Background: an optimization exercise with open tools, aiming at small area and a short achievable clock period. Do not read the settings as production practice.
Only simulation tests tie the RTL to the original design; equivalence was not proved.
Power figures rest on the tool's default switching activity, not on a simulated workload.

run A:
==> flow/design.v <==
`timescale 1ns/1ps
`default_nettype none
module bbox_extent (
    input  logic [215:0] verts,
    input  logic [47:0]  screen,
    input  logic [2:0]   mask,
    output logic [2:0]   ordx,
    output logic [2:0]   ordy,
    output logic         clx,
    output logic         cly,
    output logic         off_screen
);
    logic signed [16:0] vx [3];
    logic signed [16:0] vy [3];
    logic signed [16:0] sx, sy;
    logic [2:0] gtx, gty;
    logic [2:0] negx, negy;
    function automatic logic bbox_lt17(input logic [16:0] a, input logic [16:0] b);
        logic [16:0] x, y, g, p;
        logic [4:0]  bg, bp;
        x = {~a[16], a[15:0]};
        y = {~b[16], b[15:0]};
        g = ~x & y;
        p = ~x | y;
        for (int k = 0; k < 4; k++) begin
            bg[k] = g[4*k+3] | (p[4*k+3] & g[4*k+2]) | (p[4*k+3] & p[4*k+2] & g[4*k+1])
                  | (p[4*k+3] & p[4*k+2] & p[4*k+1] & g[4*k]);
            bp[k] = &p[4*k +: 4];
        end
        bg[4] = g[16];
        bp[4] = p[16];
        bbox_lt17 = bg[4] | (bp[4] & bg[3]) | (bp[4] & bp[3] & bg[2])
                  | (bp[4] & bp[3] & bp[2] & bg[1]) | (bp[4] & bp[3] & bp[2] & bp[1] & bg[0]);
    endfunction
    assign sx = {screen[47:34], screen[33:31] | ~mask};
    assign sy = {screen[23:10], screen[9:7] | ~mask};
    always_comb begin
        for (int v = 0; v < 3; v++) begin
            vx[v] = verts[72*v + 55 +: 17];
            vy[v] = verts[72*v + 31 +: 17];
            gtx[v] = vx[v] > sx;
            gty[v] = vy[v] > sy;
            negx[v] = vx[v][16];
            negy[v] = vy[v][16];
        end
        ordx = {bbox_lt17(vx[1], vx[2]), bbox_lt17(vx[0], vx[2]), bbox_lt17(vx[0], vx[1])};
        ordy = {bbox_lt17(vy[1], vy[2]), bbox_lt17(vy[0], vy[2]), bbox_lt17(vy[0], vy[1])};
        clx = |gtx;
        cly = |gty;
        off_screen = (&gtx) | (&gty) | (&negx) | (&negy);
    end
endmodule
`default_nettype wire
`timescale 1ns/1ps
`default_nettype none
module bbox_screen_clip (
    input  logic [215:0] verts,
    input  logic [47:0]  screen,
    input  logic [2:0]   mask,
    input  logic [2:0]   ordx,
    input  logic [2:0]   ordy,
    input  logic         clx,
    input  logic         cly,
    output logic [95:0]  box
);
    logic [23:0] vx [3];
    logic [23:0] vy [3];
    logic [23:0] scr_x, scr_y;
    logic [23:0] mnx, mny, mxx, mxy;
    logic [23:0] ll_x, ll_y, ur_x, ur_y;
    assign {scr_x, scr_y} = screen;
    always_comb begin
        for (int v = 0; v < 3; v++) begin
            vx[v] = verts[72*v + 48 +: 24];
            vy[v] = verts[72*v + 24 +: 24];
        end
    end
    function automatic logic [23:0] pick_min(input logic [2:0] o,
                                             input logic [23:0] a,
                                             input logic [23:0] b,
                                             input logic [23:0] c);
        logic s0, s1, s2;
        s0 = o[0] & o[1];
        s1 = ~o[0] & o[2];
        s2 = ~(s0 | s1);
        pick_min = ({24{s0}} & a) | ({24{s1}} & b) | ({24{s2}} & c);
    endfunction
    function automatic logic [23:0] pick_max(input logic [2:0] o,
                                             input logic [23:0] a,
                                             input logic [23:0] b,
                                             input logic [23:0] c);
        logic s0, s1, s2;
        s0 = ~o[0] & ~o[1];
        s1 = o[0] & ~o[2];
        s2 = ~(s0 | s1);
        pick_max = ({24{s0}} & a) | ({24{s1}} & b) | ({24{s2}} & c);
    endfunction
    always_comb begin
        mnx = pick_min(ordx, vx[0], vx[1], vx[2]);
        mny = pick_min(ordy, vy[0], vy[1], vy[2]);
        mxx = pick_max(ordx, vx[0], vx[1], vx[2]);
        mxy = pick_max(ordy, vy[0], vy[1], vy[2]);
        ll_x = mnx[23] ? 24'd0 : {1'b0, mnx[22:10], mnx[9:7] & mask, 7'd0};
        ll_y = mny[23] ? 24'd0 : {1'b0, mny[22:10], mny[9:7] & mask, 7'd0};
        ur_x = clx ? scr_x : {mxx[23:10], mxx[9:7] & mask, 7'd0};
        ur_y = cly ? scr_y : {mxy[23:10], mxy[9:7] & mask, 7'd0};
    end
    assign box = {ll_x, ll_y, ur_x, ur_y};
endmodule
`default_nettype wire
`timescale 1ns/1ps
`default_nettype none
module bbox_pipe (
    input  logic         clk,
    input  logic         reset,
    input  logic         halt,
    input  logic         valid,
    input  logic [288:1] pay,
    input  logic [95:0]  box,
    output logic [384:0] q
);
    logic         q_valid;
    logic [288:1] q_pay;
    logic [22:7]  q_llx, q_lly;
    logic [47:0]  q_ur;
    always_ff @(posedge clk) begin
        if (reset) begin
            q_valid <= 1'b0;
        end else if (!halt) begin
            q_valid <= valid;
        end
    end
    always_ff @(posedge clk) begin
        if (!halt) begin
            q_pay <= pay;
            q_llx <= box[94:79];
            q_lly <= box[70:55];
            q_ur  <= box[47:0];
        end
    end
    assign q = {q_pay, 1'b0, q_llx, 7'd0, 1'b0, q_lly, 7'd0, q_ur, q_valid};
endmodule
`default_nettype wire
`timescale 1ns/1ps
`default_nettype none
module bbox_top (
    input  logic         clk,
    input  logic         reset,
    input  logic         halt,
    input  logic [288:0] tri_in,
    input  logic [47:0]  screen,
    input  logic [3:0]   msaa,
    output logic [384:0] box_out
);
    logic [288:1] s1_pay;
    logic         s1_valid;
    logic [47:0]  s1_scr;
    logic [2:0]   s1_mask;
    logic [288:1] s2_pay;
    logic         s2_valid;
    logic [47:0]  s2_scr;
    logic [2:0]   s2_mask;
    logic [2:0]   s2_ordx, s2_ordy;
    logic         s2_clx, s2_cly;
    logic [2:0]   ordx, ordy;
    logic         clx, cly, off_screen;
    logic [95:0]  box;
    function automatic logic [2:0] frac_mask(input logic [3:0] code);
        case (code)
            4'b1000: frac_mask = 3'b000;
            4'b0100: frac_mask = 3'b100;
            4'b0010: frac_mask = 3'b110;
            default: frac_mask = 3'b111;
        endcase
    endfunction
    always_ff @(posedge clk) begin
        if (reset) begin
            s1_valid <= 1'b0;
        end else if (!halt) begin
            s1_valid <= tri_in[0];
        end
    end
    always_ff @(posedge clk) begin
        if (!halt) begin
            s1_pay  <= tri_in[288:1];
            s1_scr  <= screen;
            s1_mask <= frac_mask(msaa);
        end
    end
    bbox_extent u_extent (
        .verts      (s1_pay[288:73]),
        .screen     (s1_scr),
        .mask       (s1_mask),
        .ordx       (ordx),
        .ordy       (ordy),
        .clx        (clx),
        .cly        (cly),
        .off_screen (off_screen)
    );
    always_ff @(posedge clk) begin
        if (reset) begin
            s2_valid <= 1'b0;
        end else if (!halt) begin
            s2_valid <= s1_valid & ~off_screen;
        end
    end
    always_ff @(posedge clk) begin
        if (!halt) begin
            s2_pay  <= s1_pay;
            s2_scr  <= s1_scr;
            s2_mask <= s1_mask;
            s2_ordx <= ordx;
            s2_ordy <= ordy;
            s2_clx  <= clx;
            s2_cly  <= cly;
        end
    end
    bbox_screen_clip u_clip (
        .verts  (s2_pay[288:73]),
        .screen (s2_scr),
        .mask   (s2_mask),
        .ordx   (s2_ordx),
        .ordy   (s2_ordy),
        .clx    (s2_clx),
        .cly    (s2_cly),
        .box    (box)
    );
    bbox_pipe u_out (
        .clk   (clk),
        .reset (reset),
        .halt  (halt),
        .valid (s2_valid),
        .pay   (s2_pay),
        .box   (box),
        .q     (box_out)
    );
endmodule
`default_nettype wire
==> flow/config.mk <==
export PLATFORM = sky130hd
export DESIGN_NAME = bbox_top
export DESIGN_NICKNAME = bbox_top
export VERILOG_FILES = /design/flow/design.v
export SDC_FILE = /design/flow/constraint.sdc
export NUM_CORES = 4
export LEC_CHECK = 0
export CAP_MARGIN = 20
export CORE_MARGIN = 2
export CORE_UTILIZATION = 60
export CTS_CLUSTER_DIAMETER = 80
export CTS_CLUSTER_SIZE = 24
export PLACE_DENSITY = 0.7
export SLEW_MARGIN = 20
==> flow/constraint.sdc <==
create_clock -name core_clock -period 9.0 [get_ports {clk}]
set_input_delay 1.8000 -clock core_clock [delete_from_list [all_inputs] [get_ports {clk}]]
set_output_delay 1.8000 -clock core_clock [all_outputs]
set_load 0.01 [all_outputs]
standard.sh (not shown) runs the stock make flow with config.mk's settings and CLKGATE_MAP_FILE= SYNTH_SCRIPT=/design/flow/synth_recipe.tcl, a recipe that flattens the netlist after the stock synthesis.
==> flow/flow/run.sh <==
#!/bin/bash
# Standard ORFS layout (standard.sh, unchanged synthesis) with small port
# buffers and, after global placement (flow/post_gp.tcl), a balanced buffer
# tree for the flip-flop enables and the output port buffers moved next to
# the flip-flops that drive them. repair_timing gets a tighter setup target.
# The clock period and constraints stay the design's.
set -euo pipefail
bash standard.sh \
  BUFFER_PORTS_ARGS="-buffer_cell sky130_fd_sc_hd__buf_1" \
  POST_GLOBAL_PLACE_TCL="$(pwd)/flow/post_gp.tcl" \
  SETUP_SLACK_MARGIN=5.0 TNS_END_PERCENT=10 \
  finish > orfs_make.log 2>&1
==> flow/flow/out_bufs.tcl <==
# Output port buffers: each moves next to the cell that drives it and
# becomes a stronger buffer, so the weak flip-flop output sees a short wire
# and the buffer drives the long wire to the pin. Detailed placement
# legalizes the moved buffers afterwards.
proc ob_fix {cell} {
  set block [ord::get_db_block]
  set master [[ord::get_db] findMaster $cell]
  set moved 0
  foreach bt [$block getBTerms] {
    if {[$bt getIoType] ne "OUTPUT"} { continue }
    set net [$bt getNet]
    if {$net eq "NULL"} { continue }
    set buf ""
    foreach it [$net getITerms] { if {[$it isOutputSignal]} { set buf [$it getInst] } }
    if {$buf eq "" || ![regexp {^output[0-9]+$} [$buf getName]]} { continue }
    set in ""
    foreach it [$buf getITerms] { if {[$it isInputSignal]} { set in $it } }
    set drv ""
    foreach it [[$in getNet] getITerms] { if {[$it isOutputSignal]} { set drv [$it getInst] } }
    if {$drv eq ""} { continue }
    set loc [$drv getLocation]
    $buf swapMaster $master
    $buf setLocation [lindex $loc 0] [lindex $loc 1]
    $buf setPlacementStatus PLACED
    incr moved
  }
  puts "out_bufs: moved $moved output buffers next to their drivers as $cell"
}
==> flow/flow/post_gp.tcl <==
# POST_GLOBAL_PLACE hook: a balanced buffer tree for the flip-flop enables,
# and output port buffers moved next to their drivers
source [file join [file dirname [info script]] halt_tree.tcl]
source [file join [file dirname [info script]] out_bufs.tcl]
ht_build DE 16 6 sky130_fd_sc_hd__buf_4 sky130_fd_sc_hd__buf_8
ob_fix sky130_fd_sc_hd__buf_2
Other scripts of this flow, unchanged in this note and not shown: flow/flow/halt_tree.tcl
### run A -> run B
- a deleted CTS_CLUSTER_SIZE that had been 24
- a deleted PLACE_DENSITY that had been 0.7
- a deleted CTS_CLUSTER_DIAMETER that had been 80
==> flow/flow/run.sh <==
#!/bin/bash
# Standard ORFS layout (standard.sh, unchanged synthesis) with small port
# buffers, a balanced buffer tree for the flip-flop enables after global
# placement (flow/halt_tree.tcl) and a tighter setup target for
# repair_timing. The clock period and constraints stay the design's.
set -euo pipefail
bash standard.sh \
  BUFFER_PORTS_ARGS="-buffer_cell sky130_fd_sc_hd__buf_1" \
  POST_GLOBAL_PLACE_TCL="$(pwd)/flow/post_gp.tcl" \
  SETUP_SLACK_MARGIN=6.0 TNS_END_PERCENT=10 \
  finish > orfs_make.log 2>&1
==> flow/flow/post_gp.tcl <==
# POST_GLOBAL_PLACE hook: a balanced buffer tree for the flip-flop enables
source [file join [file dirname [info script]] halt_tree.tcl]
ht_build DE 16 6 sky130_fd_sc_hd__buf_4 sky130_fd_sc_hd__buf_8
removed: flow/flow/out_bufs.tcl
[compare] base=run A new=run B: maximum frequency went up 2.4%; count of fill cells added during filler insertion now smaller; multi-input logic portion of the cell area down 0.50 points; logic depth of the worst path, buffers included fell by 5. Compared to run A, the routing of run B uses more wire.
The following lists how run C was set up differently from run B:
- CTS_CLUSTER_SIZE newly set to 30
- CTS_CLUSTER_DIAMETER newly set to 100
==> flow/flow/run.sh <==
#!/bin/bash
# Standard ORFS layout (standard.sh, unchanged synthesis) with small port
# buffers and, after global placement (flow/post_gp.tcl), a balanced buffer
# tree for the flip-flop enables and the output port buffers moved next to
# the flip-flops that drive them. repair_timing gets a tighter setup target.
# The clock period and constraints stay the design's.
set -euo pipefail
bash standard.sh \
  BUFFER_PORTS_ARGS="-buffer_cell sky130_fd_sc_hd__buf_1" \
  POST_GLOBAL_PLACE_TCL="$(pwd)/flow/post_gp.tcl" \
  SETUP_SLACK_MARGIN=6.3 TNS_END_PERCENT=10 \
  finish > orfs_make.log 2>&1
==> flow/flow/out_bufs.tcl (new file) <==
# Output port buffers: each moves next to the cell that drives it and
# becomes a stronger buffer, so the weak flip-flop output sees a short wire
# and the buffer drives the long wire to the pin. Detailed placement
# legalizes the moved buffers afterwards.
proc ob_fix {cell} {
  set block [ord::get_db_block]
  set master [[ord::get_db] findMaster $cell]
  set moved 0
  foreach bt [$block getBTerms] {
    if {[$bt getIoType] ne "OUTPUT"} { continue }
    set net [$bt getNet]
    if {$net eq "NULL"} { continue }
    set buf ""
    foreach it [$net getITerms] { if {[$it isOutputSignal]} { set buf [$it getInst] } }
    if {$buf eq "" || ![regexp {^output[0-9]+$} [$buf getName]]} { continue }
    set in ""
    foreach it [$buf getITerms] { if {[$it isInputSignal]} { set in $it } }
    set drv ""
    foreach it [[$in getNet] getITerms] { if {[$it isOutputSignal]} { set drv [$it getInst] } }
    if {$drv eq ""} { continue }
    set loc [$drv getLocation]
    $buf swapMaster $master
    $buf setLocation [lindex $loc 0] [lindex $loc 1]
    $buf setPlacementStatus PLACED
    incr moved
  }
  puts "out_bufs: moved $moved output buffers next to their drivers as $cell"
}
==> flow/flow/post_gp.tcl <==
# POST_GLOBAL_PLACE hook: a balanced buffer tree for the flip-flop enables,
# and output port buffers moved next to their drivers
source [file join [file dirname [info script]] halt_tree.tcl]
source [file join [file dirname [info script]] out_bufs.tcl]
ht_build DE 16 6 sky130_fd_sc_hd__buf_4 sky130_fd_sc_hd__buf_8
ob_fix sky130_fd_sc_hd__buf_4
==> notes.md <==
When the final numbers for run B and run C were put side by side, the total length of routed met2 wires turned out to be smaller in run B.
Diff run B -> run C: portion of total power attributed to the clock network shrank by 14 points; share of final layout cell area taken by non-clock buffers grew by 3.0 points; portion of total power attributed to combinational logic grew by 2.7 points.
Clock tree buffer count of the final layout (run C over run B): decrease, 74
Where total length of routed wires is concerned, run B is better than run C.
Against run B, run C comes in 4.8 points lower on fraction of area in clock buffers and inverters.
Run B → run C: fmax went up; setup slack went up.
Run C vs. run B: overall power of the completed layout lost 17%, clock period minus worst slack lost 0.084 ns.
--- input diff run C..run D ---
==> flow/flow/run.sh <==
#!/bin/bash
# Standard ORFS layout (standard.sh, unchanged synthesis) with small port
# buffers, a balanced buffer tree for the flip-flop enables after global
# placement (flow/halt_tree.tcl) and a tighter setup target for
# repair_timing. The clock period and constraints stay the design's.
set -euo pipefail
bash standard.sh \
  BUFFER_PORTS_ARGS="-buffer_cell sky130_fd_sc_hd__buf_1" \
  POST_GLOBAL_PLACE_TCL="$(pwd)/flow/post_gp.tcl" \
  SETUP_SLACK_MARGIN=6.0 TNS_END_PERCENT=10 \
  finish > orfs_make.log 2>&1
==> flow/flow/post_gp.tcl <==
# POST_GLOBAL_PLACE hook: a balanced buffer tree for the flip-flop enables
source [file join [file dirname [info script]] halt_tree.tcl]
ht_build DE 16 6 sky130_fd_sc_hd__buf_4 sky130_fd_sc_hd__buf_8
removed: flow/flow/out_bufs.tcl
--- outcome ---
Status: mean cell area of the mapped netlist parity (run D, run C). Reported for run C and run D, number of buffers and inverters on the critical path turned out identical to the last digit. Post-detailed-route DRC marker count came out exactly the same in run C and run D. [run D] utilization fell 2.2 points relative to run C. In run D the arrival time reported for the critical path endpoint turned out 0.06 ns higher than in run C. As far as full die area goes, run C and run D are indistinguishable; the numbers are identical.
Modified inputs, run E compared to run D
- PLACE_DENSITY: unset -> 0.75
- CORE_UTILIZATION: 60 -> 65
==> flow/flow/run.sh <==
#!/bin/bash
# Standard ORFS layout (standard.sh, unchanged synthesis) with small port
# buffers and, after global placement (flow/post_gp.tcl), a balanced buffer
# tree for the flip-flop enables and the output port buffers moved next to
# the flip-flops that drive them. repair_timing gets a tighter setup target.
# The clock period and constraints stay the design's.
set -euo pipefail
bash standard.sh \
  BUFFER_PORTS_ARGS="-buffer_cell sky130_fd_sc_hd__buf_1" \
  POST_GLOBAL_PLACE_TCL="$(pwd)/flow/post_gp.tcl" \
  SETUP_SLACK_MARGIN=5.0 TNS_END_PERCENT=10 \
  finish > orfs_make.log 2>&1
==> flow/flow/out_bufs.tcl (new file) <==
# Output port buffers: each moves next to the cell that drives it and
# becomes a stronger buffer, so the weak flip-flop output sees a short wire
# and the buffer drives the long wire to the pin. Detailed placement
# legalizes the moved buffers afterwards.
proc ob_fix {cell} {
  set block [ord::get_db_block]
  set master [[ord::get_db] findMaster $cell]
  set moved 0
  foreach bt [$block getBTerms] {
    if {[$bt getIoType] ne "OUTPUT"} { continue }
    set net [$bt getNet]
    if {$net eq "NULL"} { continue }
    set buf ""
    foreach it [$net getITerms] { if {[$it isOutputSignal]} { set buf [$it getInst] } }
    if {$buf eq "" || ![regexp {^output[0-9]+$} [$buf getName]]} { continue }
    set in ""
    foreach it [$buf getITerms] { if {[$it isInputSignal]} { set in $it } }
    set drv ""
    foreach it [[$in getNet] getITerms] { if {[$it isOutputSignal]} { set drv [$it getInst] } }
    if {$drv eq ""} { continue }
    set loc [$drv getLocation]
    $buf swapMaster $master
    $buf setLocation [lindex $loc 0] [lindex $loc 1]
    $buf setPlacementStatus PLACED
    incr moved
  }
  puts "out_bufs: moved $moved output buffers next to their drivers as $cell"
}
==> flow/flow/post_gp.tcl <==
# POST_GLOBAL_PLACE hook: a balanced buffer tree for the flip-flop enables,
# and output port buffers moved next to their drivers
source [file join [file dirname [info script]] halt_tree.tcl]
source [file join [file dirname [info script]] out_bufs.tcl]
ht_build DE 16 6 sky130_fd_sc_hd__buf_4 sky130_fd_sc_hd__buf_8
ob_fix sky130_fd_sc_hd__buf_2
Clock-buffer cell count in run E is about 2% lower than in run D
Compared with run D, in run E total routing resource utilization after global routing rose by 4.5 points, sequential fraction of total cell area fell 0.19 points.
Critical path capture point = box_out[384]: run D; critical path capture point = box_out[149]: run E
In terms of cell area, run D and run E differ only marginally.
Run E against run D: proportion of layout cells with a drive suffix above 1 shows an increase of 12 points, hold slack rose by 0.0087 ns, number of buffers created by CTS fell by about 2.4%.
Number of cells in the finished layout apart from fillers: run E < run D

## static timing again, ports no longer ideal
The results above use ideal ports. As a check the final layouts listed here were re-extracted and re-timed, cells and wires unchanged.
Step 1 sets driving cells, clkbuf_16 on the clock port and buf_2 on the other inputs (assumed; they add their load-dependent delay and slew).
Step 2 times the ports against the registers' clock, not the clock port: input delays grow and output delays shrink by t, the midpoint of the rising clock arrivals with the driver on.
Three values: no drivers, after step 1, after step 2; two values: the first two.
run | shift t [ns] | slack for setup (ns) | worst register clock-pin slew, ns | worst slew at a driven data input, ns
run A | 0.693 | 5.840 / 5.840 / 5.608 | 0.10 / 0.10 | 0.16
run B | 0.710 | 5.913 / 5.845 / 5.605 | 0.07 / 0.07 | 0.19
run C | 0.681 | 5.996 / 5.930 / 5.621 | 0.11 / 0.11 | 0.18
run D | 0.679 | 5.940 / 5.874 / 5.616 | 0.11 / 0.11 | 0.18
run E | 0.673 | 5.988 / 5.924 / 5.643 | 0.12 / 0.12 | 0.18
After both steps setup and hold are still met in every run listed. For run C, which loses most, drivers alone change the setup slack by -0.066 ns; drivers and shift together by -0.375 ns.
